Context: an optimization exercise on an open-source flow, tuned for small area and a short achievable clock period. The choices shown serve that exercise and are no tape-out recipe. Function was checked by simulation only, so behaviour that the tests miss may differ from the original. No activity file was given, so power comes from the tool's default toggle rates.

`design/flow/design.v`:
```
package arrmul_pkg;
  typedef enum logic [1:0] {w8 = 2'd0, w16 = 2'd1, w32 = 2'd2, w64 = 2'd3} ww_e;
  localparam logic [4:0] aluadd    = 5'h00;
  localparam logic [4:0] aluwmuleu = 5'h10;
  localparam logic [4:0] aluwmulou = 5'h11;
  localparam logic [4:0] aluwmules = 5'h12;
  localparam logic [4:0] aluwmulos = 5'h13;
  function automatic logic is_wmul(input logic [4:0] op);
    is_wmul = op == aluwmuleu || op == aluwmulou || op == aluwmules || op == aluwmulos;
  endfunction
endpackage
module mul_fa (
  input  logic a,
  input  logic b,
  input  logic c,
  output logic s,
  output logic co
);
  assign s = a ^ b ^ c;
  assign co = (a & b) | (a & c) | (b & c);
endmodule
module mul_ha (
  input  logic a,
  input  logic b,
  output logic s,
  output logic co
);
  assign s = a ^ b;
  assign co = a & b;
endmodule
module mul_gp (
  input  logic gh,
  input  logic ph,
  input  logic gl,
  input  logic pl,
  output logic g,
  output logic p
);
  assign g = gh | (ph & gl);
  assign p = ph & pl;
endmodule
module mul_gp0 (
  input  logic gh,
  input  logic ph,
  input  logic gl,
  output logic g
);
  assign g = gh | (ph & gl);
endmodule
module mul16_lane (
  input  logic [31:0] xa,
  input  logic [31:0] xb,
  input  logic        sel_e,     
  input  logic        sel_o,     
  input  logic        sel_e16,   
  input  logic        sel_e8,    
  input  logic        sel_o16,   
  input  logic        sel_o8,    
  input  logic        valid,     
  input  logic        sv,        
  input  logic        s8,        
  input  logic        s16,       
  output logic [31:0] p
);
  logic [15:0] a, b, ag, bg;
  assign a[15:8] = ({8{sel_e}} & xa[31:24]) | ({8{sel_o16}} & xa[15:8]) | ({8{sel_o8}} & xa[23:16]);
  assign a[7:0] = ({8{sel_o}} & xa[7:0]) | ({8{sel_e16}} & xa[23:16]) | ({8{sel_e8}} & xa[15:8]);
  assign b[15:8] = {8{valid}} & (({8{sel_e}} & xb[31:24]) | ({8{sel_o16}} & xb[15:8]) | ({8{sel_o8}} & xb[23:16]));
  assign b[7:0] = {8{valid}} & (({8{sel_o}} & xb[7:0]) | ({8{sel_e16}} & xb[23:16]) | ({8{sel_e8}} & xb[15:8]));
  assign ag = {8'h00, ({8{sel_o16}} & xa[7:0]) | ({8{sel_e16}} & xa[23:16])};
  assign bg = {8'h00, {8{valid}} & (({8{sel_o16}} & xb[7:0]) | ({8{sel_e16}} & xb[23:16]))};
  logic pp1, pp2, pp3, pp4, pp5, pp6, pp7, pp8, pp9, pp10, pp11, pp12, pp13, pp14, pp15, pp16;
  logic pp17, pp18, pp19, pp20, pp21, pp22, pp23, pp24, pp25, pp26, pp27, pp28, pp29, pp30, pp31, pp32;
  logic pp33, pp34, pp35, pp36, pp37, pp38, pp39, pp40, pp41, pp42, pp43, pp44, pp45, pp46, pp47, pp48;
  logic pp49, pp50, pp51, pp52, pp53, pp54, pp55, pp56, pp57, pp58, pp59, pp60, pp61, pp62, pp63, pp64;
  logic pp65, pp66, pp67, pp68, pp69, pp70, pp71, pp72, pp73, pp74, pp75, pp76, pp77, pp78, pp79, pp80;
  logic pp81, pp82, pp83, pp84, pp85, pp86, pp87, pp88, pp89, pp90, pp91, pp92, pp93, pp94, pp95, pp96;
  logic pp97, pp98, pp99, pp100, pp101, pp102, pp103, pp104, pp105, pp106, pp107, pp108, pp109, pp110, pp111, pp112;
  logic pp113, pp114, pp115, pp116, pp117, pp118, pp119, pp120, pp121, pp122, pp123, pp124, pp125, pp126, pp127, pp128;
  logic pp129, pp130, pp131, pp132, pp133, pp134, pp135, pp136, pp137, pp138, pp139, pp140, pp141, pp142, pp143, pp144;
  logic pp145, pp146, pp147, pp148, pp149, pp150, pp151, pp152, pp153, pp154, pp155, pp156, pp157, pp158, pp159, pp160;
  logic pp161, pp162, pp163, pp164, pp165, pp166, pp167, pp168, pp169, pp170, pp171, pp172, pp173, pp174, pp175, pp176;
  logic pp177, pp178, pp179, pp180, pp181, pp182, pp183, pp184, pp185, pp186, pp187, pp188, pp189, pp190, pp191, pp192;
  logic pp193, pp194, pp195, pp196, pp197, pp198, pp199, pp200, pp201, pp202, pp203, pp204, pp205, pp206, pp207, pp208;
  logic pp209, pp210, pp211, pp212, pp213, pp214, pp215, pp216, pp217, pp218, pp219, pp220, pp221, pp222, pp223, pp224;
  logic pp225, pp226, pp227, pp228, pp229, pp230, pp231, pp232, pp233, pp234, pp235, pp236, pp237, pp238, pp239, pp240;
  logic pp241, pp242, pp243, pp244, pp245, pp246, pp247, pp248, pp249, pp250, pp251, pp252, pp253, pp254, pp255, pp256;
  logic s257, c258, s259, c260, s261, c262, s263, c264, s265, c266, s267, c268, s269, c270, s271, c272;
  logic s273, c274, s275, c276, s277, c278, s279, c280, s281, c282, s283, c284, s285, c286, s287, c288;
  logic s289, c290, s291, c292, s293, c294, s295, c296, s297, c298, s299, c300, s301, c302, s303, c304;
  logic s305, c306, s307, c308, s309, c310, s311, c312, s313, c314, s315, c316, s317, c318, s319, c320;
  logic s321, c322, s323, c324, s325, c326, s327, c328, s329, c330, s331, c332, s333, c334, s335, c336;
  logic s337, c338, s339, c340, s341, c342, s343, c344, s345, c346, s347, c348, s349, c350, s351, c352;
  logic s353, c354, s355, c356, s357, c358, s359, c360, s361, c362, s363, c364, s365, c366, s367, c368;
  logic s369, c370, s371, c372, s373, c374, s375, c376, s377, c378, s379, c380, s381, c382, s383, c384;
  logic s385, c386, s387, c388, s389, c390, s391, c392, s393, c394, s395, c396, s397, c398, s399, c400;
  logic s401, c402, s403, c404, s405, c406, s407, c408, s409, c410, s411, c412, s413, c414, s415, c416;
  logic s417, c418, s419, c420, s421, c422, s423, c424, s425, c426, s427, c428, s429, c430, s431, c432;
  logic s433, c434, s435, c436, s437, c438, s439, c440, s441, c442, s443, c444, s445, c446, s447, c448;
  logic s449, c450, s451, c452, s453, c454, s455, c456, s457, c458, s459, c460, s461, c462, s463, c464;
  logic s465, c466, s467, c468, s469, c470, s471, c472, s473, c474, s475, c476, s477, c478, s479, c480;
  logic s481, c482, s483, c484, s485, c486, s487, c488, s489, c490, s491, c492, s493, c494, s495, c496;
  logic s497, c498, s499, c500, s501, c502, s503, c504, s505, c506, s507, c508, s509, c510, s511, c512;
  logic s513, c514, s515, c516, s517, c518, s519, c520, s521, c522, s523, c524, s525, c526, s527, c528;
  logic s529, c530, s531, c532, s533, c534, s535, c536, s537, c538, s539, c540, s541, c542, s543, c544;
  logic s545, c546, s547, c548, s549, c550, s551, c552, s553, c554, s555, c556, s557, c558, s559, c560;
  logic s561, c562, s563, c564, s565, c566, s567, c568, s569, c570, s571, c572, s573, c574, s575, c576;
  logic s577, c578, s579, c580, s581, c582, s583, c584, s585, c586, s587, c588, s589, c590, s591, c592;
  logic s593, c594, s595, c596, s597, c598, s599, c600, s601, c602, s603, c604, s605, c606, s607, c608;
  logic s609, c610, s611, c612, s613, c614, s615, c616, s617, c618, s619, c620, s621, c622, s623, c624;
  logic s625, c626, s627, c628, s629, c630, s631, c632, s633, c634, s635, c636, s637, c638, s639, c640;
  logic s641, c642, s643, c644, s645, c646, s647, c648, s649, c650, s651, c652, s653, c654, s655, c656;
  logic s657, c658, s659, c660, s661, c662, s663, c664, s665, c666, s667, c668, s669, c670, s671, c672;
  logic s673, c674, s675, c676, s677, c678, s679, c680, s681, c682, s683, c684, s685, c686, s687, c688;
  logic s689, c690, s691, c692, g693, p694, g695, p696, g697, p698, g699, p700, g701, p702, g703, p704;
  logic g705, p706, g707, p708, g709, p710, g711, p712, g713, p714, g715, p716, g717, p718, g719, p720;
  logic g721, p722, g723, p724, g725, p726, g727, p728, g729, p730, g731, p732, g733, p734, g735, p736;
  logic g737, p738, g739, p740, g741, p742, g743, p744, g745, p746, g747, p748, g749, p750, g751, p752;
  logic G753, P754, G755, P756, G757, P758, G759, P760, G761, P762, G763, P764, G765, P766, G767, P768;
  logic G769, P770, G771, P772, G773, P774, G775, P776, G777, P778, G779, P780, G781, P782, G783, P784;
  logic G785, P786, G787, P788, G789, P790, G791, P792, G793, P794, G795, P796, G797, P798, G799, P800;
  logic G801, P802, G803, P804, G805, P806, G807, P808, G809, P810, G811, P812, G813, P814, G815, P816;
  logic G817, P818, G819, P820, G821, P822, G823, P824, G825, P826, G827, P828, G829, P830, G831, P832;
  logic G833, P834, G835, P836, G837, P838, G839, P840, G841, P842, G843, P844, G845, P846, G847, P848;
  logic G849, P850, G851, P852, G853, P854, G855, P856, G857, P858, G859, P860, G861, P862, G863, P864;
  logic G865, P866, G867, P868, G869, P870, G871, P872, G873, P874, G875, P876;
  assign pp1 = (a[0] & b[0]);
  assign pp2 = (a[0] & b[1]);
  assign pp3 = (a[0] & b[2]);
  assign pp4 = (a[0] & b[3]);
  assign pp5 = (a[0] & b[4]);
  assign pp6 = (a[0] & b[5]);
  assign pp7 = (a[0] & b[6]);
  assign pp8 = ((a[0] & b[7]) ^ s8);
  assign pp9 = (ag[0] & b[8]);
  assign pp10 = (ag[0] & b[9]);
  assign pp11 = (ag[0] & b[10]);
  assign pp12 = (ag[0] & b[11]);
  assign pp13 = (ag[0] & b[12]);
  assign pp14 = (ag[0] & b[13]);
  assign pp15 = (ag[0] & b[14]);
  assign pp16 = ((ag[0] & b[15]) ^ s16);
  assign pp17 = (a[1] & b[0]);
  assign pp18 = (a[1] & b[1]);
  assign pp19 = (a[1] & b[2]);
  assign pp20 = (a[1] & b[3]);
  assign pp21 = (a[1] & b[4]);
  assign pp22 = (a[1] & b[5]);
  assign pp23 = (a[1] & b[6]);
  assign pp24 = ((a[1] & b[7]) ^ s8);
  assign pp25 = (ag[1] & b[8]);
  assign pp26 = (ag[1] & b[9]);
  assign pp27 = (ag[1] & b[10]);
  assign pp28 = (ag[1] & b[11]);
  assign pp29 = (ag[1] & b[12]);
  assign pp30 = (ag[1] & b[13]);
  assign pp31 = (ag[1] & b[14]);
  assign pp32 = ((ag[1] & b[15]) ^ s16);
  assign pp33 = (a[2] & b[0]);
  assign pp34 = (a[2] & b[1]);
  assign pp35 = (a[2] & b[2]);
  assign pp36 = (a[2] & b[3]);
  assign pp37 = (a[2] & b[4]);
  assign pp38 = (a[2] & b[5]);
  assign pp39 = (a[2] & b[6]);
  assign pp40 = ((a[2] & b[7]) ^ s8);
  assign pp41 = (ag[2] & b[8]);
  assign pp42 = (ag[2] & b[9]);
  assign pp43 = (ag[2] & b[10]);
  assign pp44 = (ag[2] & b[11]);
  assign pp45 = (ag[2] & b[12]);
  assign pp46 = (ag[2] & b[13]);
  assign pp47 = (ag[2] & b[14]);
  assign pp48 = ((ag[2] & b[15]) ^ s16);
  assign pp49 = (a[3] & b[0]);
  assign pp50 = (a[3] & b[1]);
  assign pp51 = (a[3] & b[2]);
  assign pp52 = (a[3] & b[3]);
  assign pp53 = (a[3] & b[4]);
  assign pp54 = (a[3] & b[5]);
  assign pp55 = (a[3] & b[6]);
  assign pp56 = ((a[3] & b[7]) ^ s8);
  assign pp57 = (ag[3] & b[8]);
  assign pp58 = (ag[3] & b[9]);
  assign pp59 = (ag[3] & b[10]);
  assign pp60 = (ag[3] & b[11]);
  assign pp61 = (ag[3] & b[12]);
  assign pp62 = (ag[3] & b[13]);
  assign pp63 = (ag[3] & b[14]);
  assign pp64 = ((ag[3] & b[15]) ^ s16);
  assign pp65 = (a[4] & b[0]);
  assign pp66 = (a[4] & b[1]);
  assign pp67 = (a[4] & b[2]);
  assign pp68 = (a[4] & b[3]);
  assign pp69 = (a[4] & b[4]);
  assign pp70 = (a[4] & b[5]);
  assign pp71 = (a[4] & b[6]);
  assign pp72 = ((a[4] & b[7]) ^ s8);
  assign pp73 = (ag[4] & b[8]);
  assign pp74 = (ag[4] & b[9]);
  assign pp75 = (ag[4] & b[10]);
  assign pp76 = (ag[4] & b[11]);
  assign pp77 = (ag[4] & b[12]);
  assign pp78 = (ag[4] & b[13]);
  assign pp79 = (ag[4] & b[14]);
  assign pp80 = ((ag[4] & b[15]) ^ s16);
  assign pp81 = (a[5] & b[0]);
  assign pp82 = (a[5] & b[1]);
  assign pp83 = (a[5] & b[2]);
  assign pp84 = (a[5] & b[3]);
  assign pp85 = (a[5] & b[4]);
  assign pp86 = (a[5] & b[5]);
  assign pp87 = (a[5] & b[6]);
  assign pp88 = ((a[5] & b[7]) ^ s8);
  assign pp89 = (ag[5] & b[8]);
  assign pp90 = (ag[5] & b[9]);
  assign pp91 = (ag[5] & b[10]);
  assign pp92 = (ag[5] & b[11]);
  assign pp93 = (ag[5] & b[12]);
  assign pp94 = (ag[5] & b[13]);
  assign pp95 = (ag[5] & b[14]);
  assign pp96 = ((ag[5] & b[15]) ^ s16);
  assign pp97 = (a[6] & b[0]);
  assign pp98 = (a[6] & b[1]);
  assign pp99 = (a[6] & b[2]);
  assign pp100 = (a[6] & b[3]);
  assign pp101 = (a[6] & b[4]);
  assign pp102 = (a[6] & b[5]);
  assign pp103 = (a[6] & b[6]);
  assign pp104 = ((a[6] & b[7]) ^ s8);
  assign pp105 = (ag[6] & b[8]);
  assign pp106 = (ag[6] & b[9]);
  assign pp107 = (ag[6] & b[10]);
  assign pp108 = (ag[6] & b[11]);
  assign pp109 = (ag[6] & b[12]);
  assign pp110 = (ag[6] & b[13]);
  assign pp111 = (ag[6] & b[14]);
  assign pp112 = ((ag[6] & b[15]) ^ s16);
  assign pp113 = ((a[7] & b[0]) ^ s8);
  assign pp114 = ((a[7] & b[1]) ^ s8);
  assign pp115 = ((a[7] & b[2]) ^ s8);
  assign pp116 = ((a[7] & b[3]) ^ s8);
  assign pp117 = ((a[7] & b[4]) ^ s8);
  assign pp118 = ((a[7] & b[5]) ^ s8);
  assign pp119 = ((a[7] & b[6]) ^ s8);
  assign pp120 = (a[7] & b[7]);
  assign pp121 = (ag[7] & b[8]);
  assign pp122 = (ag[7] & b[9]);
  assign pp123 = (ag[7] & b[10]);
  assign pp124 = (ag[7] & b[11]);
  assign pp125 = (ag[7] & b[12]);
  assign pp126 = (ag[7] & b[13]);
  assign pp127 = (ag[7] & b[14]);
  assign pp128 = ((ag[7] & b[15]) ^ s16);
  assign pp129 = (a[8] & bg[0]);
  assign pp130 = (a[8] & bg[1]);
  assign pp131 = (a[8] & bg[2]);
  assign pp132 = (a[8] & bg[3]);
  assign pp133 = (a[8] & bg[4]);
  assign pp134 = (a[8] & bg[5]);
  assign pp135 = (a[8] & bg[6]);
  assign pp136 = (a[8] & bg[7]);
  assign pp137 = (a[8] & b[8]);
  assign pp138 = (a[8] & b[9]);
  assign pp139 = (a[8] & b[10]);
  assign pp140 = (a[8] & b[11]);
  assign pp141 = (a[8] & b[12]);
  assign pp142 = (a[8] & b[13]);
  assign pp143 = (a[8] & b[14]);
  assign pp144 = ((a[8] & b[15]) ^ sv);
  assign pp145 = (a[9] & bg[0]);
  assign pp146 = (a[9] & bg[1]);
  assign pp147 = (a[9] & bg[2]);
  assign pp148 = (a[9] & bg[3]);
  assign pp149 = (a[9] & bg[4]);
  assign pp150 = (a[9] & bg[5]);
  assign pp151 = (a[9] & bg[6]);
  assign pp152 = (a[9] & bg[7]);
  assign pp153 = (a[9] & b[8]);
  assign pp154 = (a[9] & b[9]);
  assign pp155 = (a[9] & b[10]);
  assign pp156 = (a[9] & b[11]);
  assign pp157 = (a[9] & b[12]);
  assign pp158 = (a[9] & b[13]);
  assign pp159 = (a[9] & b[14]);
  assign pp160 = ((a[9] & b[15]) ^ sv);
  assign pp161 = (a[10] & bg[0]);
  assign pp162 = (a[10] & bg[1]);
  assign pp163 = (a[10] & bg[2]);
  assign pp164 = (a[10] & bg[3]);
  assign pp165 = (a[10] & bg[4]);
  assign pp166 = (a[10] & bg[5]);
  assign pp167 = (a[10] & bg[6]);
  assign pp168 = (a[10] & bg[7]);
  assign pp169 = (a[10] & b[8]);
  assign pp170 = (a[10] & b[9]);
  assign pp171 = (a[10] & b[10]);
  assign pp172 = (a[10] & b[11]);
  assign pp173 = (a[10] & b[12]);
  assign pp174 = (a[10] & b[13]);
  assign pp175 = (a[10] & b[14]);
  assign pp176 = ((a[10] & b[15]) ^ sv);
  assign pp177 = (a[11] & bg[0]);
  assign pp178 = (a[11] & bg[1]);
  assign pp179 = (a[11] & bg[2]);
  assign pp180 = (a[11] & bg[3]);
  assign pp181 = (a[11] & bg[4]);
  assign pp182 = (a[11] & bg[5]);
  assign pp183 = (a[11] & bg[6]);
  assign pp184 = (a[11] & bg[7]);
  assign pp185 = (a[11] & b[8]);
  assign pp186 = (a[11] & b[9]);
  assign pp187 = (a[11] & b[10]);
  assign pp188 = (a[11] & b[11]);
  assign pp189 = (a[11] & b[12]);
  assign pp190 = (a[11] & b[13]);
  assign pp191 = (a[11] & b[14]);
  assign pp192 = ((a[11] & b[15]) ^ sv);
  assign pp193 = (a[12] & bg[0]);
  assign pp194 = (a[12] & bg[1]);
  assign pp195 = (a[12] & bg[2]);
  assign pp196 = (a[12] & bg[3]);
  assign pp197 = (a[12] & bg[4]);
  assign pp198 = (a[12] & bg[5]);
  assign pp199 = (a[12] & bg[6]);
  assign pp200 = (a[12] & bg[7]);
  assign pp201 = (a[12] & b[8]);
  assign pp202 = (a[12] & b[9]);
  assign pp203 = (a[12] & b[10]);
  assign pp204 = (a[12] & b[11]);
  assign pp205 = (a[12] & b[12]);
  assign pp206 = (a[12] & b[13]);
  assign pp207 = (a[12] & b[14]);
  assign pp208 = ((a[12] & b[15]) ^ sv);
  assign pp209 = (a[13] & bg[0]);
  assign pp210 = (a[13] & bg[1]);
  assign pp211 = (a[13] & bg[2]);
  assign pp212 = (a[13] & bg[3]);
  assign pp213 = (a[13] & bg[4]);
  assign pp214 = (a[13] & bg[5]);
  assign pp215 = (a[13] & bg[6]);
  assign pp216 = (a[13] & bg[7]);
  assign pp217 = (a[13] & b[8]);
  assign pp218 = (a[13] & b[9]);
  assign pp219 = (a[13] & b[10]);
  assign pp220 = (a[13] & b[11]);
  assign pp221 = (a[13] & b[12]);
  assign pp222 = (a[13] & b[13]);
  assign pp223 = (a[13] & b[14]);
  assign pp224 = ((a[13] & b[15]) ^ sv);
  assign pp225 = (a[14] & bg[0]);
  assign pp226 = (a[14] & bg[1]);
  assign pp227 = (a[14] & bg[2]);
  assign pp228 = (a[14] & bg[3]);
  assign pp229 = (a[14] & bg[4]);
  assign pp230 = (a[14] & bg[5]);
  assign pp231 = (a[14] & bg[6]);
  assign pp232 = (a[14] & bg[7]);
  assign pp233 = (a[14] & b[8]);
  assign pp234 = (a[14] & b[9]);
  assign pp235 = (a[14] & b[10]);
  assign pp236 = (a[14] & b[11]);
  assign pp237 = (a[14] & b[12]);
  assign pp238 = (a[14] & b[13]);
  assign pp239 = (a[14] & b[14]);
  assign pp240 = ((a[14] & b[15]) ^ sv);
  assign pp241 = ((a[15] & bg[0]) ^ s16);
  assign pp242 = ((a[15] & bg[1]) ^ s16);
  assign pp243 = ((a[15] & bg[2]) ^ s16);
  assign pp244 = ((a[15] & bg[3]) ^ s16);
  assign pp245 = ((a[15] & bg[4]) ^ s16);
  assign pp246 = ((a[15] & bg[5]) ^ s16);
  assign pp247 = ((a[15] & bg[6]) ^ s16);
  assign pp248 = ((a[15] & bg[7]) ^ s16);
  assign pp249 = ((a[15] & b[8]) ^ sv);
  assign pp250 = ((a[15] & b[9]) ^ sv);
  assign pp251 = ((a[15] & b[10]) ^ sv);
  assign pp252 = ((a[15] & b[11]) ^ sv);
  assign pp253 = ((a[15] & b[12]) ^ sv);
  assign pp254 = ((a[15] & b[13]) ^ sv);
  assign pp255 = ((a[15] & b[14]) ^ sv);
  assign pp256 = (a[15] & b[15]);
  mul_ha u_s257 (.a(pp134), .b(pp14), .s(s257), .co(c258));
  mul_fa u_s259 (.a(pp105), .b(pp120), .c(pp135), .s(s259), .co(c260));
  mul_ha u_s261 (.a(pp15), .b(pp150), .s(s261), .co(c262));
  mul_fa u_s263 (.a(pp106), .b(pp121), .c(pp136), .s(s263), .co(c264));
  mul_fa u_s265 (.a(pp151), .b(pp166), .c(pp181), .s(s265), .co(c266));
  mul_ha u_s267 (.a(pp196), .b(pp211), .s(s267), .co(c268));
  mul_fa u_s269 (.a(pp107), .b(pp122), .c(pp137), .s(s269), .co(c270));
  mul_fa u_s271 (.a(pp152), .b(pp167), .c(pp182), .s(s271), .co(c272));
  mul_fa u_s273 (.a(pp197), .b(pp212), .c(pp227), .s(s273), .co(c274));
  mul_fa u_s275 (.a(pp108), .b(pp123), .c(pp138), .s(s275), .co(c276));
  mul_fa u_s277 (.a(pp153), .b(pp168), .c(pp183), .s(s277), .co(c278));
  mul_fa u_s279 (.a(pp109), .b(pp124), .c(pp139), .s(s279), .co(c280));
  mul_ha u_s281 (.a(pp129), .b(pp39), .s(s281), .co(c282));
  mul_fa u_s283 (.a(pp10), .b(pp100), .c(pp130), .s(s283), .co(c284));
  mul_fa u_s285 (.a(pp101), .b(pp11), .c(pp131), .s(s285), .co(c286));
  mul_ha u_s287 (.a(pp146), .b(pp161), .s(s287), .co(c288));
  mul_fa u_s289 (.a(pp102), .b(pp12), .c(pp132), .s(s289), .co(c290));
  mul_fa u_s291 (.a(pp147), .b(pp162), .c(pp177), .s(s291), .co(c292));
  mul_ha u_s293 (.a(pp27), .b(pp42), .s(s293), .co(c294));
  mul_fa u_s295 (.a(pp103), .b(pp13), .c(pp133), .s(s295), .co(c296));
  mul_fa u_s297 (.a(pp148), .b(pp163), .c(pp178), .s(s297), .co(c298));
  mul_fa u_s299 (.a(pp193), .b(pp28), .c(pp43), .s(s299), .co(c300));
  mul_ha u_s301 (.a(pp58), .b(pp73), .s(s301), .co(c302));
  mul_fa u_s303 (.a(pp149), .b(pp164), .c(pp179), .s(s303), .co(c304));
  mul_fa u_s305 (.a(pp194), .b(pp209), .c(pp29), .s(s305), .co(c306));
  mul_fa u_s307 (.a(pp44), .b(pp59), .c(pp74), .s(s307), .co(c308));
  mul_fa u_s309 (.a(pp89), .b(pp104), .c(pp119), .s(s309), .co(c310));
  mul_fa u_s311 (.a(pp165), .b(pp180), .c(pp195), .s(s311), .co(c312));
  mul_fa u_s313 (.a(pp210), .b(pp225), .c(pp30), .s(s313), .co(c314));
  mul_fa u_s315 (.a(pp45), .b(pp60), .c(pp75), .s(s315), .co(c316));
  mul_fa u_s317 (.a(pp90), .b(c258), .c(s261), .s(s317), .co(c318));
  mul_fa u_s319 (.a(pp226), .b(pp31), .c(pp46), .s(s319), .co(c320));
  mul_fa u_s321 (.a(pp61), .b(pp76), .c(pp91), .s(s321), .co(c322));
  mul_fa u_s323 (.a(pp16), .b(pp241), .c(c262), .s(s323), .co(c324));
  mul_fa u_s325 (.a(s267), .b(c260), .c(s263), .s(s325), .co(c326));
  mul_fa u_s327 (.a(pp47), .b(pp62), .c(pp77), .s(s327), .co(c328));
  mul_fa u_s329 (.a(pp92), .b(s16), .c(pp242), .s(s329), .co(c330));
  mul_fa u_s331 (.a(pp32), .b(c268), .c(c264), .s(s331), .co(c332));
  mul_fa u_s333 (.a(c266), .b(s269), .c(s271), .s(s333), .co(c334));
  mul_fa u_s335 (.a(pp198), .b(pp213), .c(pp228), .s(s335), .co(c336));
  mul_fa u_s337 (.a(pp63), .b(pp78), .c(pp93), .s(s337), .co(c338));
  mul_fa u_s339 (.a(pp243), .b(pp48), .c(c270), .s(s339), .co(c340));
  mul_fa u_s341 (.a(c272), .b(c274), .c(s275), .s(s341), .co(c342));
  mul_fa u_s343 (.a(pp154), .b(pp169), .c(pp184), .s(s343), .co(c344));
  mul_fa u_s345 (.a(pp199), .b(pp214), .c(pp229), .s(s345), .co(c346));
  mul_fa u_s347 (.a(pp79), .b(pp94), .c(pp244), .s(s347), .co(c348));
  mul_fa u_s349 (.a(pp64), .b(c276), .c(c278), .s(s349), .co(c350));
  mul_fa u_s351 (.a(pp110), .b(pp125), .c(pp140), .s(s351), .co(c352));
  mul_fa u_s353 (.a(pp155), .b(pp170), .c(pp185), .s(s353), .co(c354));
  mul_fa u_s355 (.a(pp200), .b(pp215), .c(pp230), .s(s355), .co(c356));
  mul_fa u_s357 (.a(pp95), .b(pp245), .c(pp80), .s(s357), .co(c358));
  mul_fa u_s359 (.a(pp111), .b(pp126), .c(pp141), .s(s359), .co(c360));
  mul_fa u_s361 (.a(pp156), .b(pp171), .c(pp186), .s(s361), .co(c362));
  mul_fa u_s363 (.a(pp201), .b(pp216), .c(pp231), .s(s363), .co(c364));
  mul_fa u_s365 (.a(pp127), .b(pp142), .c(pp157), .s(s365), .co(c366));
  mul_fa u_s367 (.a(pp172), .b(pp187), .c(pp202), .s(s367), .co(c368));
  mul_fa u_s369 (.a(pp143), .b(pp158), .c(pp173), .s(s369), .co(c370));
  mul_ha u_s371 (.a(pp22), .b(pp37), .s(s371), .co(c372));
  mul_fa u_s373 (.a(pp23), .b(pp38), .c(pp53), .s(s373), .co(c374));
  mul_ha u_s375 (.a(pp68), .b(pp83), .s(s375), .co(c376));
  mul_fa u_s377 (.a(pp54), .b(pp69), .c(pp84), .s(s377), .co(c378));
  mul_fa u_s379 (.a(pp9), .b(pp99), .c(s8), .s(s379), .co(c380));
  mul_ha u_s381 (.a(pp114), .b(pp24), .s(s381), .co(c382));
  mul_fa u_s383 (.a(pp145), .b(pp25), .c(pp55), .s(s383), .co(c384));
  mul_fa u_s385 (.a(pp70), .b(pp85), .c(pp115), .s(s385), .co(c386));
  mul_fa u_s387 (.a(pp40), .b(c282), .c(s283), .s(s387), .co(c388));
  mul_fa u_s389 (.a(pp26), .b(pp41), .c(pp71), .s(s389), .co(c390));
  mul_fa u_s391 (.a(pp86), .b(pp116), .c(pp56), .s(s391), .co(c392));
  mul_fa u_s393 (.a(s287), .b(c284), .c(s285), .s(s393), .co(c394));
  mul_fa u_s395 (.a(pp57), .b(pp87), .c(pp117), .s(s395), .co(c396));
  mul_fa u_s397 (.a(pp72), .b(c288), .c(s293), .s(s397), .co(c398));
  mul_fa u_s399 (.a(c286), .b(s289), .c(s291), .s(s399), .co(c400));
  mul_fa u_s401 (.a(pp118), .b(pp88), .c(c294), .s(s401), .co(c402));
  mul_fa u_s403 (.a(s301), .b(c290), .c(c292), .s(s403), .co(c404));
  mul_fa u_s405 (.a(s295), .b(s297), .c(s299), .s(s405), .co(c406));
  mul_fa u_s407 (.a(c302), .b(s257), .c(c296), .s(s407), .co(c408));
  mul_fa u_s409 (.a(c298), .b(c300), .c(s303), .s(s409), .co(c410));
  mul_fa u_s411 (.a(s305), .b(s307), .c(s309), .s(s411), .co(c412));
  mul_fa u_s413 (.a(c304), .b(c306), .c(c308), .s(s413), .co(c414));
  mul_fa u_s415 (.a(s259), .b(s311), .c(s313), .s(s415), .co(c416));
  mul_fa u_s417 (.a(s315), .b(c310), .c(s317), .s(s417), .co(c418));
  mul_fa u_s419 (.a(c312), .b(c314), .c(c316), .s(s419), .co(c420));
  mul_fa u_s421 (.a(s265), .b(s319), .c(s321), .s(s421), .co(c422));
  mul_fa u_s423 (.a(c318), .b(s323), .c(s325), .s(s423), .co(c424));
  mul_fa u_s425 (.a(c320), .b(c322), .c(s273), .s(s425), .co(c426));
  mul_fa u_s427 (.a(s327), .b(c324), .c(s329), .s(s427), .co(c428));
  mul_fa u_s429 (.a(c326), .b(s331), .c(s333), .s(s429), .co(c430));
  mul_fa u_s431 (.a(c328), .b(s277), .c(s335), .s(s431), .co(c432));
  mul_fa u_s433 (.a(s337), .b(c330), .c(c332), .s(s433), .co(c434));
  mul_fa u_s435 (.a(c334), .b(s339), .c(s341), .s(s435), .co(c436));
  mul_fa u_s437 (.a(c336), .b(c338), .c(s279), .s(s437), .co(c438));
  mul_fa u_s439 (.a(s343), .b(s345), .c(s347), .s(s439), .co(c440));
  mul_fa u_s441 (.a(c340), .b(c342), .c(s349), .s(s441), .co(c442));
  mul_fa u_s443 (.a(c280), .b(c344), .c(c346), .s(s443), .co(c444));
  mul_fa u_s445 (.a(s351), .b(s353), .c(s355), .s(s445), .co(c446));
  mul_fa u_s447 (.a(c348), .b(s357), .c(c350), .s(s447), .co(c448));
  mul_fa u_s449 (.a(pp246), .b(pp96), .c(c352), .s(s449), .co(c450));
  mul_fa u_s451 (.a(c354), .b(c356), .c(s359), .s(s451), .co(c452));
  mul_fa u_s453 (.a(s361), .b(s363), .c(c358), .s(s453), .co(c454));
  mul_fa u_s455 (.a(pp217), .b(pp232), .c(pp112), .s(s455), .co(c456));
  mul_fa u_s457 (.a(pp247), .b(c360), .c(c362), .s(s457), .co(c458));
  mul_fa u_s459 (.a(c364), .b(s365), .c(s367), .s(s459), .co(c460));
  mul_fa u_s461 (.a(pp188), .b(pp203), .c(pp218), .s(s461), .co(c462));
  mul_fa u_s463 (.a(pp233), .b(pp128), .c(pp248), .s(s463), .co(c464));
  mul_fa u_s465 (.a(c366), .b(c368), .c(s369), .s(s465), .co(c466));
  mul_fa u_s467 (.a(pp159), .b(pp174), .c(pp189), .s(s467), .co(c468));
  mul_fa u_s469 (.a(pp204), .b(pp219), .c(pp234), .s(s469), .co(c470));
  mul_fa u_s471 (.a(pp144), .b(pp249), .c(c370), .s(s471), .co(c472));
  mul_fa u_s473 (.a(pp175), .b(pp190), .c(pp205), .s(s473), .co(c474));
  mul_fa u_s475 (.a(pp220), .b(pp235), .c(s8), .s(s475), .co(c476));
  mul_ha u_s477 (.a(pp160), .b(pp250), .s(s477), .co(c478));
  mul_fa u_s479 (.a(pp191), .b(pp206), .c(pp221), .s(s479), .co(c480));
  mul_ha u_s481 (.a(pp236), .b(pp176), .s(s481), .co(c482));
  mul_ha u_s483 (.a(pp207), .b(pp222), .s(s483), .co(c484));
  mul_ha u_s485 (.a(pp20), .b(pp35), .s(s485), .co(c486));
  mul_fa u_s487 (.a(pp21), .b(pp36), .c(pp51), .s(s487), .co(c488));
  mul_ha u_s489 (.a(pp6), .b(pp66), .s(s489), .co(c490));
  mul_fa u_s491 (.a(pp52), .b(pp67), .c(pp7), .s(s491), .co(c492));
  mul_fa u_s493 (.a(pp82), .b(pp97), .c(s371), .s(s493), .co(c494));
  mul_fa u_s495 (.a(pp98), .b(pp113), .c(pp8), .s(s495), .co(c496));
  mul_fa u_s497 (.a(c372), .b(s375), .c(s373), .s(s497), .co(c498));
  mul_fa u_s499 (.a(c376), .b(s281), .c(c374), .s(s499), .co(c500));
  mul_fa u_s501 (.a(s381), .b(s377), .c(s379), .s(s501), .co(c502));
  mul_fa u_s503 (.a(c382), .b(c378), .c(s383), .s(s503), .co(c504));
  mul_fa u_s505 (.a(c380), .b(s385), .c(s387), .s(s505), .co(c506));
  mul_fa u_s507 (.a(c384), .b(s389), .c(c386), .s(s507), .co(c508));
  mul_fa u_s509 (.a(s391), .b(c388), .c(s393), .s(s509), .co(c510));
  mul_fa u_s511 (.a(c390), .b(c392), .c(s395), .s(s511), .co(c512));
  mul_fa u_s513 (.a(s397), .b(c394), .c(s399), .s(s513), .co(c514));
  mul_fa u_s515 (.a(c396), .b(c398), .c(s401), .s(s515), .co(c516));
  mul_fa u_s517 (.a(c400), .b(s403), .c(s405), .s(s517), .co(c518));
  mul_fa u_s519 (.a(c402), .b(c404), .c(c406), .s(s519), .co(c520));
  mul_fa u_s521 (.a(s407), .b(s409), .c(s411), .s(s521), .co(c522));
  mul_fa u_s523 (.a(c408), .b(c410), .c(s413), .s(s523), .co(c524));
  mul_fa u_s525 (.a(s415), .b(c412), .c(s417), .s(s525), .co(c526));
  mul_fa u_s527 (.a(c414), .b(c416), .c(s419), .s(s527), .co(c528));
  mul_fa u_s529 (.a(s421), .b(c418), .c(s423), .s(s529), .co(c530));
  mul_fa u_s531 (.a(c420), .b(c422), .c(s425), .s(s531), .co(c532));
  mul_fa u_s533 (.a(s427), .b(c424), .c(s429), .s(s533), .co(c534));
  mul_fa u_s535 (.a(c426), .b(s431), .c(c428), .s(s535), .co(c536));
  mul_fa u_s537 (.a(s433), .b(c430), .c(s435), .s(s537), .co(c538));
  mul_fa u_s539 (.a(c432), .b(s437), .c(s439), .s(s539), .co(c540));
  mul_fa u_s541 (.a(c434), .b(c436), .c(s441), .s(s541), .co(c542));
  mul_fa u_s543 (.a(c438), .b(s443), .c(s445), .s(s543), .co(c544));
  mul_fa u_s545 (.a(c440), .b(c442), .c(s447), .s(s545), .co(c546));
  mul_fa u_s547 (.a(c444), .b(c446), .c(s449), .s(s547), .co(c548));
  mul_fa u_s549 (.a(s451), .b(s453), .c(c448), .s(s549), .co(c550));
  mul_fa u_s551 (.a(s455), .b(c450), .c(c452), .s(s551), .co(c552));
  mul_fa u_s553 (.a(s457), .b(c454), .c(s459), .s(s553), .co(c554));
  mul_fa u_s555 (.a(s461), .b(c456), .c(s463), .s(s555), .co(c556));
  mul_fa u_s557 (.a(c458), .b(c460), .c(s465), .s(s557), .co(c558));
  mul_fa u_s559 (.a(c462), .b(s467), .c(s469), .s(s559), .co(c560));
  mul_fa u_s561 (.a(c464), .b(c466), .c(s471), .s(s561), .co(c562));
  mul_fa u_s563 (.a(c468), .b(c470), .c(s477), .s(s563), .co(c564));
  mul_fa u_s565 (.a(s473), .b(s475), .c(c472), .s(s565), .co(c566));
  mul_fa u_s567 (.a(pp251), .b(c478), .c(c474), .s(s567), .co(c568));
  mul_fa u_s569 (.a(s481), .b(s479), .c(c476), .s(s569), .co(c570));
  mul_fa u_s571 (.a(pp237), .b(pp192), .c(pp252), .s(s571), .co(c572));
  mul_fa u_s573 (.a(s483), .b(c482), .c(c480), .s(s573), .co(c574));
  mul_fa u_s575 (.a(pp223), .b(pp238), .c(pp208), .s(s575), .co(c576));
  mul_ha u_s577 (.a(pp253), .b(c484), .s(s577), .co(c578));
  mul_ha u_s579 (.a(pp239), .b(pp224), .s(s579), .co(c580));
  mul_ha u_s581 (.a(pp19), .b(pp34), .s(s581), .co(c582));
  mul_fa u_s583 (.a(pp5), .b(pp50), .c(pp65), .s(s583), .co(c584));
  mul_fa u_s585 (.a(pp81), .b(c486), .c(s489), .s(s585), .co(c586));
  mul_fa u_s587 (.a(c490), .b(c488), .c(s491), .s(s587), .co(c588));
  mul_fa u_s589 (.a(c492), .b(s495), .c(c494), .s(s589), .co(c590));
  mul_fa u_s591 (.a(c496), .b(c498), .c(s499), .s(s591), .co(c592));
  mul_fa u_s593 (.a(c500), .b(s503), .c(c502), .s(s593), .co(c594));
  mul_fa u_s595 (.a(c504), .b(s507), .c(c506), .s(s595), .co(c596));
  mul_fa u_s597 (.a(c508), .b(s511), .c(c510), .s(s597), .co(c598));
  mul_fa u_s599 (.a(c512), .b(s515), .c(c514), .s(s599), .co(c600));
  mul_fa u_s601 (.a(c516), .b(c518), .c(s519), .s(s601), .co(c602));
  mul_fa u_s603 (.a(c520), .b(s523), .c(c522), .s(s603), .co(c604));
  mul_fa u_s605 (.a(c524), .b(s527), .c(c526), .s(s605), .co(c606));
  mul_fa u_s607 (.a(c528), .b(s531), .c(c530), .s(s607), .co(c608));
  mul_fa u_s609 (.a(c532), .b(s535), .c(c534), .s(s609), .co(c610));
  mul_fa u_s611 (.a(c536), .b(s539), .c(c538), .s(s611), .co(c612));
  mul_fa u_s613 (.a(s543), .b(c540), .c(c542), .s(s613), .co(c614));
  mul_fa u_s615 (.a(c544), .b(s547), .c(s549), .s(s615), .co(c616));
  mul_fa u_s617 (.a(c548), .b(s551), .c(s553), .s(s617), .co(c618));
  mul_fa u_s619 (.a(s555), .b(c552), .c(c554), .s(s619), .co(c620));
  mul_fa u_s621 (.a(s559), .b(c556), .c(c558), .s(s621), .co(c622));
  mul_fa u_s623 (.a(c560), .b(s563), .c(c562), .s(s623), .co(c624));
  mul_fa u_s625 (.a(c564), .b(s567), .c(s569), .s(s625), .co(c626));
  mul_fa u_s627 (.a(s571), .b(c568), .c(s573), .s(s627), .co(c628));
  mul_fa u_s629 (.a(s577), .b(c572), .c(s575), .s(s629), .co(c630));
  mul_fa u_s631 (.a(pp254), .b(s579), .c(c578), .s(s631), .co(c632));
  mul_ha u_s633 (.a(pp240), .b(pp255), .s(s633), .co(c634));
  mul_ha u_s635 (.a(pp18), .b(pp3), .s(s635), .co(c636));
  mul_fa u_s637 (.a(pp4), .b(pp49), .c(s581), .s(s637), .co(c638));
  mul_fa u_s639 (.a(c582), .b(s485), .c(s583), .s(s639), .co(c640));
  mul_fa u_s641 (.a(c584), .b(s487), .c(s585), .s(s641), .co(c642));
  mul_fa u_s643 (.a(c586), .b(s493), .c(s587), .s(s643), .co(c644));
  mul_fa u_s645 (.a(c588), .b(s497), .c(s589), .s(s645), .co(c646));
  mul_fa u_s647 (.a(s501), .b(c590), .c(s591), .s(s647), .co(c648));
  mul_fa u_s649 (.a(c592), .b(s505), .c(s593), .s(s649), .co(c650));
  mul_fa u_s651 (.a(c594), .b(s509), .c(s595), .s(s651), .co(c652));
  mul_fa u_s653 (.a(s513), .b(c596), .c(s597), .s(s653), .co(c654));
  mul_fa u_s655 (.a(s517), .b(c598), .c(s599), .s(s655), .co(c656));
  mul_fa u_s657 (.a(s521), .b(c600), .c(s601), .s(s657), .co(c658));
  mul_fa u_s659 (.a(s525), .b(c602), .c(s603), .s(s659), .co(c660));
  mul_fa u_s661 (.a(c604), .b(s529), .c(s605), .s(s661), .co(c662));
  mul_fa u_s663 (.a(s533), .b(c606), .c(s607), .s(s663), .co(c664));
  mul_fa u_s665 (.a(s537), .b(c608), .c(s609), .s(s665), .co(c666));
  mul_fa u_s667 (.a(s541), .b(c610), .c(s611), .s(s667), .co(c668));
  mul_fa u_s669 (.a(s545), .b(c612), .c(s613), .s(s669), .co(c670));
  mul_fa u_s671 (.a(c546), .b(c614), .c(s615), .s(s671), .co(c672));
  mul_fa u_s673 (.a(c550), .b(s617), .c(c616), .s(s673), .co(c674));
  mul_fa u_s675 (.a(s557), .b(c618), .c(s619), .s(s675), .co(c676));
  mul_fa u_s677 (.a(s561), .b(c620), .c(s621), .s(s677), .co(c678));
  mul_fa u_s679 (.a(s565), .b(c622), .c(s623), .s(s679), .co(c680));
  mul_fa u_s681 (.a(c566), .b(s625), .c(c624), .s(s681), .co(c682));
  mul_fa u_s683 (.a(c570), .b(s627), .c(c626), .s(s683), .co(c684));
  mul_fa u_s685 (.a(c574), .b(s629), .c(c628), .s(s685), .co(c686));
  mul_fa u_s687 (.a(c576), .b(s631), .c(c630), .s(s687), .co(c688));
  mul_fa u_s689 (.a(c580), .b(s633), .c(c632), .s(s689), .co(c690));
  mul_ha u_s691 (.a(pp256), .b(c634), .s(s691), .co(c692));
  mul_ha u_p694 (.a(pp17), .b(pp2), .s(p694), .co(g693));
  mul_ha u_p696 (.a(s635), .b(pp33), .s(p696), .co(g695));
  mul_ha u_p698 (.a(c636), .b(s637), .s(p698), .co(g697));
  mul_ha u_p700 (.a(c638), .b(s639), .s(p700), .co(g699));
  mul_ha u_p702 (.a(c640), .b(s641), .s(p702), .co(g701));
  mul_ha u_p704 (.a(c642), .b(s643), .s(p704), .co(g703));
  mul_ha u_p706 (.a(c644), .b(s645), .s(p706), .co(g705));
  mul_ha u_p708 (.a(c646), .b(s647), .s(p708), .co(g707));
  mul_ha u_p710 (.a(c648), .b(s649), .s(p710), .co(g709));
  mul_ha u_p712 (.a(c650), .b(s651), .s(p712), .co(g711));
  mul_ha u_p714 (.a(c652), .b(s653), .s(p714), .co(g713));
  mul_ha u_p716 (.a(c654), .b(s655), .s(p716), .co(g715));
  mul_ha u_p718 (.a(c656), .b(s657), .s(p718), .co(g717));
  mul_ha u_p720 (.a(c658), .b(s659), .s(p720), .co(g719));
  mul_ha u_p722 (.a(c660), .b(s661), .s(p722), .co(g721));
  mul_ha u_p724 (.a(c662), .b(s663), .s(p724), .co(g723));
  mul_ha u_p726 (.a(c664), .b(s665), .s(p726), .co(g725));
  mul_ha u_p728 (.a(c666), .b(s667), .s(p728), .co(g727));
  mul_ha u_p730 (.a(c668), .b(s669), .s(p730), .co(g729));
  mul_ha u_p732 (.a(c670), .b(s671), .s(p732), .co(g731));
  mul_ha u_p734 (.a(c672), .b(s673), .s(p734), .co(g733));
  mul_ha u_p736 (.a(c674), .b(s675), .s(p736), .co(g735));
  mul_ha u_p738 (.a(c676), .b(s677), .s(p738), .co(g737));
  mul_ha u_p740 (.a(c678), .b(s679), .s(p740), .co(g739));
  mul_ha u_p742 (.a(c680), .b(s681), .s(p742), .co(g741));
  mul_ha u_p744 (.a(c682), .b(s683), .s(p744), .co(g743));
  mul_ha u_p746 (.a(c684), .b(s685), .s(p746), .co(g745));
  mul_ha u_p748 (.a(c686), .b(s687), .s(p748), .co(g747));
  mul_ha u_p750 (.a(c688), .b(s689), .s(p750), .co(g749));
  mul_ha u_p752 (.a(c690), .b(s691), .s(p752), .co(g751));
  mul_gp0 u_G753 (.gh(g693), .ph(p694), .gl(1'b0), .g(G753));
  mul_gp0 u_G755 (.gh(g695), .ph(p696), .gl(G753), .g(G755));
  mul_gp0 u_G757 (.gh(g697), .ph(p698), .gl(G755), .g(G757));
  mul_gp0 u_G759 (.gh(g699), .ph(p700), .gl(G757), .g(G759));
  mul_gp0 u_G761 (.gh(g701), .ph(p702), .gl(G759), .g(G761));
  mul_gp0 u_G763 (.gh(g703), .ph(p704), .gl(G761), .g(G763));
  mul_gp0 u_G765 (.gh(g705), .ph(p706), .gl(G763), .g(G765));
  mul_gp0 u_G767 (.gh(g707), .ph(p708), .gl(G765), .g(G767));
  mul_gp0 u_G769 (.gh(g709), .ph(p710), .gl(G767), .g(G769));
  mul_gp0 u_G771 (.gh(g711), .ph(p712), .gl(G769), .g(G771));
  mul_gp0 u_G773 (.gh(g713), .ph(p714), .gl(G771), .g(G773));
  mul_gp0 u_G775 (.gh(g715), .ph(p716), .gl(G773), .g(G775));
  mul_gp0 u_G777 (.gh(g717), .ph(p718), .gl(G775), .g(G777));
  mul_gp0 u_G779 (.gh(g719), .ph(p720), .gl(G777), .g(G779));
  mul_gp0 u_G781 (.gh(g721), .ph(p722), .gl(G779), .g(G781));
  mul_gp0 u_G783 (.gh(g723), .ph(p724), .gl(G781), .g(G783));
  mul_gp0 u_G785 (.gh(g725), .ph(p726), .gl(G783), .g(G785));
  mul_gp0 u_G787 (.gh(g727), .ph(p728), .gl(G785), .g(G787));
  mul_gp u_G789 (.gh(g729), .ph(p730), .gl(g727), .pl(p728), .g(G789), .p(P790));
  mul_gp0 u_G791 (.gh(G789), .ph(P790), .gl(G785), .g(G791));
  mul_gp u_G793 (.gh(g731), .ph(p732), .gl(G789), .pl(P790), .g(G793), .p(P794));
  mul_gp0 u_G795 (.gh(G793), .ph(P794), .gl(G785), .g(G795));
  mul_gp u_G797 (.gh(g733), .ph(p734), .gl(G793), .pl(P794), .g(G797), .p(P798));
  mul_gp0 u_G799 (.gh(G797), .ph(P798), .gl(G785), .g(G799));
  mul_gp u_G801 (.gh(g735), .ph(p736), .gl(g733), .pl(p734), .g(G801), .p(P802));
  mul_gp u_G803 (.gh(G801), .ph(P802), .gl(G793), .pl(P794), .g(G803), .p(P804));
  mul_gp0 u_G805 (.gh(G803), .ph(P804), .gl(G785), .g(G805));
  mul_gp u_G807 (.gh(g737), .ph(p738), .gl(G801), .pl(P802), .g(G807), .p(P808));
  mul_gp u_G809 (.gh(G807), .ph(P808), .gl(G793), .pl(P794), .g(G809), .p(P810));
  mul_gp0 u_G811 (.gh(G809), .ph(P810), .gl(G785), .g(G811));
  mul_gp u_G813 (.gh(g739), .ph(p740), .gl(g737), .pl(p738), .g(G813), .p(P814));
  mul_gp u_G815 (.gh(G813), .ph(P814), .gl(G801), .pl(P802), .g(G815), .p(P816));
  mul_gp u_G817 (.gh(G815), .ph(P816), .gl(G793), .pl(P794), .g(G817), .p(P818));
  mul_gp0 u_G819 (.gh(G817), .ph(P818), .gl(G785), .g(G819));
  mul_gp u_G821 (.gh(g741), .ph(p742), .gl(G813), .pl(P814), .g(G821), .p(P822));
  mul_gp u_G823 (.gh(G821), .ph(P822), .gl(G801), .pl(P802), .g(G823), .p(P824));
  mul_gp u_G825 (.gh(G823), .ph(P824), .gl(G793), .pl(P794), .g(G825), .p(P826));
  mul_gp0 u_G827 (.gh(G825), .ph(P826), .gl(G785), .g(G827));
  mul_gp u_G829 (.gh(g743), .ph(p744), .gl(G821), .pl(P822), .g(G829), .p(P830));
  mul_gp u_G831 (.gh(G829), .ph(P830), .gl(G801), .pl(P802), .g(G831), .p(P832));
  mul_gp u_G833 (.gh(G831), .ph(P832), .gl(G793), .pl(P794), .g(G833), .p(P834));
  mul_gp0 u_G835 (.gh(G833), .ph(P834), .gl(G785), .g(G835));
  mul_gp u_G837 (.gh(g745), .ph(p746), .gl(g743), .pl(p744), .g(G837), .p(P838));
  mul_gp u_G839 (.gh(G837), .ph(P838), .gl(G821), .pl(P822), .g(G839), .p(P840));
  mul_gp u_G841 (.gh(G839), .ph(P840), .gl(G801), .pl(P802), .g(G841), .p(P842));
  mul_gp u_G843 (.gh(G841), .ph(P842), .gl(G793), .pl(P794), .g(G843), .p(P844));
  mul_gp0 u_G845 (.gh(G843), .ph(P844), .gl(G785), .g(G845));
  mul_gp u_G847 (.gh(g747), .ph(p748), .gl(G837), .pl(P838), .g(G847), .p(P848));
  mul_gp u_G849 (.gh(G847), .ph(P848), .gl(G821), .pl(P822), .g(G849), .p(P850));
  mul_gp u_G851 (.gh(G849), .ph(P850), .gl(G801), .pl(P802), .g(G851), .p(P852));
  mul_gp u_G853 (.gh(G851), .ph(P852), .gl(G793), .pl(P794), .g(G853), .p(P854));
  mul_gp0 u_G855 (.gh(G853), .ph(P854), .gl(G785), .g(G855));
  mul_gp u_G857 (.gh(g749), .ph(p750), .gl(G847), .pl(P848), .g(G857), .p(P858));
  mul_gp u_G859 (.gh(G857), .ph(P858), .gl(G821), .pl(P822), .g(G859), .p(P860));
  mul_gp u_G861 (.gh(G859), .ph(P860), .gl(G801), .pl(P802), .g(G861), .p(P862));
  mul_gp u_G863 (.gh(G861), .ph(P862), .gl(G793), .pl(P794), .g(G863), .p(P864));
  mul_gp0 u_G865 (.gh(G863), .ph(P864), .gl(G785), .g(G865));
  mul_gp u_G867 (.gh(g751), .ph(p752), .gl(G857), .pl(P858), .g(G867), .p(P868));
  mul_gp u_G869 (.gh(G867), .ph(P868), .gl(G821), .pl(P822), .g(G869), .p(P870));
  mul_gp u_G871 (.gh(G869), .ph(P870), .gl(G801), .pl(P802), .g(G871), .p(P872));
  mul_gp u_G873 (.gh(G871), .ph(P872), .gl(G793), .pl(P794), .g(G873), .p(P874));
  mul_gp0 u_G875 (.gh(G873), .ph(P874), .gl(G785), .g(G875));
  assign p = {(c692 ^ sv) ^ G875, p752 ^ G865, p750 ^ G855, p748 ^ G845, p746 ^ G835, p744 ^ G827, p742 ^ G819, p740 ^ G811, p738 ^ G805, p736 ^ G799, p734 ^ G795, p732 ^ G791, p730 ^ G787, p728 ^ G785, p726 ^ G783, p724 ^ G781, (p722 ^ s8) ^ G779, p720 ^ G777, p718 ^ G775, p716 ^ G773, p714 ^ G771, p712 ^ G769, p710 ^ G767, p708 ^ G765, p706 ^ G763, p704 ^ G761, p702 ^ G759, p700 ^ G757, p698 ^ G755, p696 ^ G753, p694 ^ 1'b0, pp1};
endmodule
module arrmul (
  input  logic         clk,
  input  logic         reset,
  input  logic [0:127] reg_A,
  input  logic [0:127] reg_B,
  input  logic [0:1]   ctrl_ww,
  input  logic [0:4]   alu_op,
  output logic [0:127] result
);
  logic        mul, w8, w16, sgn, odd, valid;
  logic        sel_e, sel_o, sel_e16, sel_e8, sel_o16, sel_o8, sv, s8, s16;
  logic [31:0] prod [4];
  logic [0:127] nxt;
  assign mul = alu_op[0:2] == 3'b100;   
  assign w8 = ctrl_ww == arrmul_pkg::w8;
  assign w16 = ctrl_ww == arrmul_pkg::w16;
  assign sgn = alu_op[3];
  assign odd = alu_op[4];
  assign sel_e = ~odd;
  assign sel_o = odd;
  assign sel_e16 = ~odd & ctrl_ww[1];
  assign sel_e8 = ~odd & ~ctrl_ww[1];
  assign sel_o16 = odd & ctrl_ww[1];
  assign sel_o8 = odd & ~ctrl_ww[1];
  assign valid = mul & (w8 | w16);
  assign sv = mul & sgn & (w8 | w16);
  assign s8 = mul & sgn & w8;
  assign s16 = mul & sgn & w16;
  for (genvar k = 0; k < 4; k++) begin : g_lane
    mul16_lane u_mul (
      .xa(reg_A[32*k +: 32]), .xb(reg_B[32*k +: 32]),
      .sel_e(sel_e), .sel_o(sel_o), .sel_e16(sel_e16), .sel_e8(sel_e8), .sel_o16(sel_o16), .sel_o8(sel_o8),
      .valid(valid), .sv(sv), .s8(s8), .s16(s16), .p(prod[k])
    );
  end
  assign nxt = {prod[0], prod[1], prod[2], prod[3]};
  always_ff @(posedge clk or negedge reset) begin
    if (!reset) result <= '0;
    else result <= nxt;
  end
endmodule
```
`design/flow/flow/run.sh`:
```
#!/bin/bash
# Standard ORFS layout with extra make settings from flow/make_args.txt (one VAR=value per
# line): the port buffers' cell and timing-repair margins. make's full output goes to make.log.
set -euo pipefail
args=()
while IFS= read -r line; do
  [[ -z "$line" || "$line" == \#* ]] && continue
  args+=("$line")
done < flow/make_args.txt
bash standard.sh "${args[@]}" finish > make.log 2>&1
```
`design/flow/flow/make_args.txt`:
```
BUFFER_PORTS_ARGS=-buffer_cell sky130_fd_sc_hd__buf_1
SETUP_SLACK_MARGIN=7
SKIP_GATE_CLONING=1
```
`design/flow/standard.sh`:
```
#!/bin/bash
# synth_recipe.tcl (not shown) runs the flow's synth.tcl, then flattens the netlist and writes it again
# the make line also repeats each setting of config.mk as NAME=value (left out here)
make -C /OpenROAD-flow-scripts/flow DESIGN_CONFIG=/design/flow/config.mk WORK_HOME=/design/flow/orfs CLKGATE_MAP_FILE= SYNTH_SCRIPT=/design/flow/synth_recipe.tcl "${@:-finish}"
```
`design/flow/config.mk`:
```
export PLATFORM = sky130hd
export DESIGN_NAME = arrmul
export DESIGN_NICKNAME = arrmul
export VERILOG_FILES = /design/flow/design.v
export SDC_FILE = /design/flow/constraint.sdc
export NUM_CORES = 4
export LEC_CHECK = 0
export CAP_MARGIN = 20
export CORE_MARGIN = 2
export CORE_UTILIZATION = 40
export SLEW_MARGIN = 20
export SYNTH_HIERARCHICAL = 1
```
`design/flow/constraint.sdc`:
```
create_clock -name core_clock -period 15.0 [get_ports {clk}]
set_input_delay 3.0000 -clock core_clock [delete_from_list [all_inputs] [get_ports {clk}]]
set_output_delay 3.0000 -clock core_clock [all_outputs]
set_load 0.01 [all_outputs]
```
==> flow_metrics.tcl <==
set metrics [dict create \
    hpwl_um 87990 \
    slowest_stage "fa_1" \
    wl_per_cell_um 24.41 \
    ctsHoldBuffers 0 \
    met1Wirelength_um 47870 \
    period_needed_ns 8.685 \
    drtPass1Iterations 15 \
    maxUsedRoutingLayer "met4" \
    routed-wl-met2_um 57770 \
    total_power_w 0.001524 \
    clkSinkCount 128 \
    grt_max_degree 65 \
    tightest_slew_ns 0.8390 \
    p_leak_nw 23.81 \
    area_delta_synth_final_pct 20.32 \
    routed_wl_um 124700 \
    ioPinCount 393 \
    path_clk_slew_ns 0.07 \
    crit_family "compound AO/OA/AOI/OAI gates" \
    drc 0 \
    synth_area_leaders "fa_1 46%, dfrtp_1 9.2%, nor2_1 9.1%" \
    ys.flop_type "dfrtp_1" \
    max_clock_freq_mhz 115.1 \
    root_buffer "clkbuf_16" \
    grt_pass1_wl_um 192200 \
    top_regs "result (128)" \
    antenna_found_initial 2 \
    routabilityCongestion 0.9785 \
    regArea_sq_mm 0.003203 \
    peakVddDrop_v 0.00009657 \
    syn_area_sq_mm 0.03464 \
    finalHoldWorstSlack_ns 2.417 \
    yosysTopAreaCellShare 0.4554 \
    die_area_sq_mm 0.08897 \
    finalSetupTns_ns 0 \
    hold_viol_final 0 \
    largest_register "result" \
    synth_edf_count 0 \
    start_kind "input port" \
    yosysMostFrequentCell "nor2_1" \
    viasPerCell 5.785 \
    postSynthCellCount 3337 \
    n_fill_cell 7913 \
    synth.distinct_cells 26 \
    yosysWarnings 8 \
    core.rowCount 107 \
    synth_largest_area_cell "fa_1" \
    synth_nets 4594 \
    cap_violations 0 \
    arrival_ns 9.07 \
    numCtsBuffers 17 \
    setup_viol 0 \
    yosysSeqAreaShare 0.09247 \
    start_util 0.4049 \
    met3WireLength_um 12170 \
    die_width_um 298.3 \
    grt.overflow.total 0 \
    die_y_um 298.3 \
    hold_path.class "input port to asynchronous set/reset pin" \
    htree_levels 4 \
    layout.nets 5207 \
    syn_area_per_cell_sq_um 10.38 \
    critPathCaptureType "flop" \
    crit_type "input port to flop" \
    cts_tree "built" \
    synth-async-reset-ratio 1.000 \
    largest_reg_flops 128 \
    yosys-top-cells-count "842 x nor2_1, 788 x fa_1, 248 x a21o_1" \
    vias 29549 \
    ant_nets 0 \
    drt-initial-drc-count 3628 \
    multi_input_area_sq_mm 0.03129 \
    coreArea_sq_mm 0.08555 \
    ys_ff_latch 128 \
    worstPathRequired_ns 15.39 \
    finalCritPeriodShare 0.5790 \
    grt.total_usage 0.2859 \
    crit_buf_inv 5 \
    cp_slowest_stage_delay_ns 0.56 \
    status "complete, no violations" \
    grt_setup_unrepaired "yes" \
    slew_viol_final 0 \
    drive_gt1_frac 0.1461 \
    cp_max_fo 8 \
    port_buffers 392 \
    slew_headroom 0.4407 \
    grt_pass1_vias 31826 \
    crit_top_cell "a21o_1" \
    power_density_mw_per_mm2 36.56 \
    clk_path_buf_depth 2 \
]
## area by class of cell
class / count / share of cell area
multi-input cells: 3024 / 0.7507
repair buffers: 774 / 0.1238
flip-flops and latches: 128 / 0.07686
well taps: 1144 / 0.03435
clock buffers: 18 / 0.01054
clock inverters: 13 / 0.003032
inverters: 5 / 0.0006305
diodes: 2 / 0.0001201
## what timing repair did
item / CTS / global route
setup buffers: 234 / 33
hold endpoints to repair: 0 / 0
setup endpoints to repair: 91 / 67
gates resized for setup: 184 / 82
pin swaps: 101 / 64
## per-module statistics from Yosys (local to each module, per instance)
| module | cells | flip-flops and latches |
|---|---|---|
| mul16_lane | 458 | 0 |
| mul_gp0 | 1 | 0 |
| mul_gp | 2 | 0 |
| mul_fa | 1 | 0 |
| mul_ha | 1 | 0 |
| arrmul | 137 | 128 |
## placed cells by master (no fill, tap or decap), types with 7 or more instances in the layout
cell	n
fa_2	16
nand2_2	10
ha_4	16
a222oi_1	128
and2_1	126
buf_16	12
nor2_1	815
dfrtp_1	128
nand2b_4	17
nor2_2	22
nand2b_2	30
xnor2_2	9
a22o_1	63
buf_8	7
fa_1	772
nand3b_1	64
buf_1	390
nor3_1	111
a21o_1	240
ha_1	187
buf_12	32
buf_4	295
nand2_1	54
nor3_2	8
nand2b_1	13
xnor2_1	71
clkbuf_16	18
xor2_1	215
buf_6	30
## routing by layer
| metal | vias to the layer above | GRT usage |
|---|---|---|
| li1 | 12406 | - |
| met5 | - | 0 |
| met1 | 14984 | 0.3720 |
| met4 | 0 | 0.1370 |
| met2 | 1776 | 0.4546 |
| met3 | 383 | 0.06104 |
## how the worst max path moves through the flow
stage	start	endpoint	slack, ns	cells after the start
finish	alu_op[4]	result[64]	6.31	25
global route	alu_op[4]	result[0]	6.18	27
CTS	alu_op[4]	result[64]	6.39	25
detailed placement	ctrl_ww[1]	result[0]	3.90	25
global placement	ctrl_ww[1]	result[0]	3.92	24
floorplan	alu_op[4]	result[0]	6.15	23
## stage by stage
stage | util | worst slack [ns] | cell area, sq um | instances
2_1_floorplan | - | 6.154 | 34720 | 3337
3_3_place_gp | 0.4371 | 3.925 | 37400 | 4796
3_5_place_dp | 0.4380 | 3.899 | 37470 | 4808
4_1_cts | 0.4799 | 6.385 | 41060 | 5073
5_1_grt | 0.4871 | 6.177 | 41670 | 5106
6_report | 0.4872 | 6.315 | 41680 | 5108
## power breakdown
part / internal [W] / total [W] / switching [W]
combinational: 0.000270 / 0.000686 / 0.000416
clock: 0.000233 / 0.000449 / 0.000216
sequential: 0.000375 / 0.000389 / 0.0000140
## cell families after synthesis
logic type / share of synthesized area
other: 0.0004333
XOR/XNOR: 0.07687
flip-flops: 0.09247
AO/OA/AOI/OAI: 0.1069
buffers and inverters: 0.02915
AND/OR/NAND/NOR: 0.1650
adder cells (fa/ha/maj): 0.5291

separate check: timing with driven ports:
How much do the figures lean on ideal ports? The routed layout below was timed once more, with nothing changed but the port constraints. Step 1, drivers: a clkbuf_16 drives clk and a buf_2 each remaining input, both assumed. Step 2, shift: input delay + t, output delay - t, t = (earliest + latest rising clock arrival at the registers) / 2. This alone moves slack from input paths to output paths. a / b / c = no drivers / after step 1 / after step 2; a / b = the first two.
shift t [ns]: 0.576
slack for setup (ns): 6.315 / 6.327 / 5.751
hold slack, ns: 2.417 / 2.379 / 2.955
worst data-port slew with drivers (ns): 0.11
pins driven straight from the clock port: 1
After both steps setup and hold are still met in this run. The setup slack of this run moves by +0.012 ns with the drivers and by -0.564 ns with both steps.
